What follows belongs to an exercise in optimizing a design on an open flow for small area, a short achievable clock period and few clock cycles; a production flow would make more cautious choices. The RTL was checked by simulation tests, not by an equivalence proof against the original design. No activity file was given, so power comes from the tool's default toggle rates.

## run 4
// adaptive_throughput_meter
module adaptive_throughput_meter #(
    parameter int HISTORY_SLOTS = 10
) (
    input  logic        i_clk,
    input  logic        i_rst_n,
    input  logic        i_in_valid,
    output logic        o_in_stall,
    input  logic [1:0]  i_kind,
    input  logic [15:0] i_byte_count,
    input  logic [9:0]  i_tick_ms,
    output logic        o_out_valid,
    input  logic        i_out_stall,
    output logic [31:0] o_speed,
    output logic        o_window_closed,
    output logic        o_averaged,
    input  logic        i_cfg_valid,
    output logic        o_cfg_ready,
    input  logic [atm_pkg::CFG_IW-1:0] i_cfg_index,
    input  logic [atm_pkg::CFG_DW-1:0] i_cfg_data
);
export LEC_CHECK = 0
export CAP_MARGIN = 20
export CORE_MARGIN = 2
export CORE_UTILIZATION = 40
export CTS_BUF_LIST = sky130_fd_sc_hd__clkbuf_8 sky130_fd_sc_hd__clkbuf_16
export CTS_CLUSTER_DIAMETER = 100
export CTS_CLUSTER_SIZE = 30
export SETUP_SLACK_MARGIN = 4.6
export SLEW_MARGIN = 20
create_clock -name core_clock -period 8.5 [get_ports {i_clk}]
run.sh (not shown) runs the stock make flow with config.mk's settings and CLKGATE_MAP_FILE= SYNTH_SCRIPT=/design/flow/synth_recipe.tcl, a recipe that flattens the netlist after the stock synthesis.
Testbench counts of run 4, summed over its fixed seeds: cycles 30,114.
#### Input delta (run 3 over run 4)
diff --git a/flow/config.mk b/flow/config.mk
--- a/flow/config.mk
+++ b/flow/config.mk
@@ -12,3 +12,3 @@
-export CTS_CLUSTER_DIAMETER = 100
-export CTS_CLUSTER_SIZE = 30
-export SETUP_SLACK_MARGIN = 4.6
+export CTS_CLUSTER_DIAMETER = 80
+export CTS_CLUSTER_SIZE = 20
+export SETUP_SLACK_MARGIN = 4.7
Findings:
- First-pass iteration count of the detailed router (run 3 over run 4): decrease, 2
- Delta (run 3 minus run 4): post-cts repair resize count grew by 38%, effective utilization at floorplan held steady, first-iteration DRC count grew by 271, total power grew by about 6%.
- Diff run 3..run 4 | worst setup skew after layout | negligible
- Taking run 4 as the reference point, the part of the power in combinational logic of run 3 falls by 1.8 points.
- Of the two values seen for startpoint-to-endpoint class of the critical path, reg -> out was produced by run 3 and in -> out by run 4.
- Hold slack (run 3 over run 4): decrease, 0.022 ns

* * *

## sierra
Starting RTL as in the previous note.
// adaptive_throughput_meter
module adaptive_throughput_meter #(
    parameter int HISTORY_SLOTS = 10
) (
    input  logic        i_clk,
    input  logic        i_rst_n,
    input  logic        i_in_valid,
    output logic        o_in_stall,
    input  logic [1:0]  i_kind,
    input  logic [15:0] i_byte_count,
    input  logic [9:0]  i_tick_ms,
    output logic        o_out_valid,
    input  logic        i_out_stall,
    output logic [31:0] o_speed,
    output logic        o_window_closed,
    output logic        o_averaged,
    input  logic        i_cfg_valid,
    output logic        o_cfg_ready,
    input  logic [atm_pkg::CFG_IW-1:0] i_cfg_index,
    input  logic [atm_pkg::CFG_DW-1:0] i_cfg_data
);
clock: 8.5 ns
lec_check: 0
cap_margin: 20
core_margin: 2
core_utilization: 40
setup_slack_margin: 4.7
slew_margin: 20
Testbench counts of sierra, summed over its fixed seeds: cycles 30,114.
--- input diff sierra..amber ---
Settings: setting CTS_BUF_LIST to sky130_fd_sc_hd__clkbuf_4 sky130_fd_sc_hd__clkbuf_8 for the first time.
Minimum setup slack in the final design was higher in sierra than in amber. From sierra to amber the numbers moved as follows: number of inserted filler cells in the final layout has increased, area of all placed cells without fillers has remained practically unchanged, relative contribution of combinational cells to total power has increased, overall power after layout has decreased. Of sierra and amber, the higher post-route met1 wirelength belongs to amber. Going from sierra to amber, met3 demand-to-capacity share in global routing shrinks by 0.32 points. amber vs. sierra: final critical-path share of the clock period essentially unchanged, initial antenna violation count has increased. sierra -> amber: post-synthesis cell area delta 0, exact match. Looking at sierra and amber, the utilization is a wash.

## what the ideal ports hide
How much do the figures lean on ideal ports? The routed layouts below were timed once more, with nothing changed but the port constraints.
Step 1: set_driving_cell puts a clkbuf_16 on i_clk and a buf_2 on each other input, an assumption about the parent block.
Step 2 moves the port delays by t, midway between the first and last clock arrival at a register: inputs arrive t later, outputs are due t later. That takes back most of the time a late clock gives input paths.
Three values: ideal ports, drivers, drivers and shift; two values: the first two.
| run | t, ns | setup WS [ns] | pins driven straight from the clock port |
|---|---|---|---|
| run 4 | 0.624 | 4.629 / 4.591 / 4.205 | 1 |
| run 3 | 0.669 | 4.697 / 4.635 / 4.397 | 1 |
| sierra | 0.639 | 4.646 / 4.646 / 4.377 | 1 |
| amber | 0.750 | 4.634 / 4.574 / 4.340 | 1 |
After both steps setup and hold are still met in every run listed. The setup slack of run 4, which loses most, moves by -0.038 ns with the drivers and by -0.424 ns with both steps.
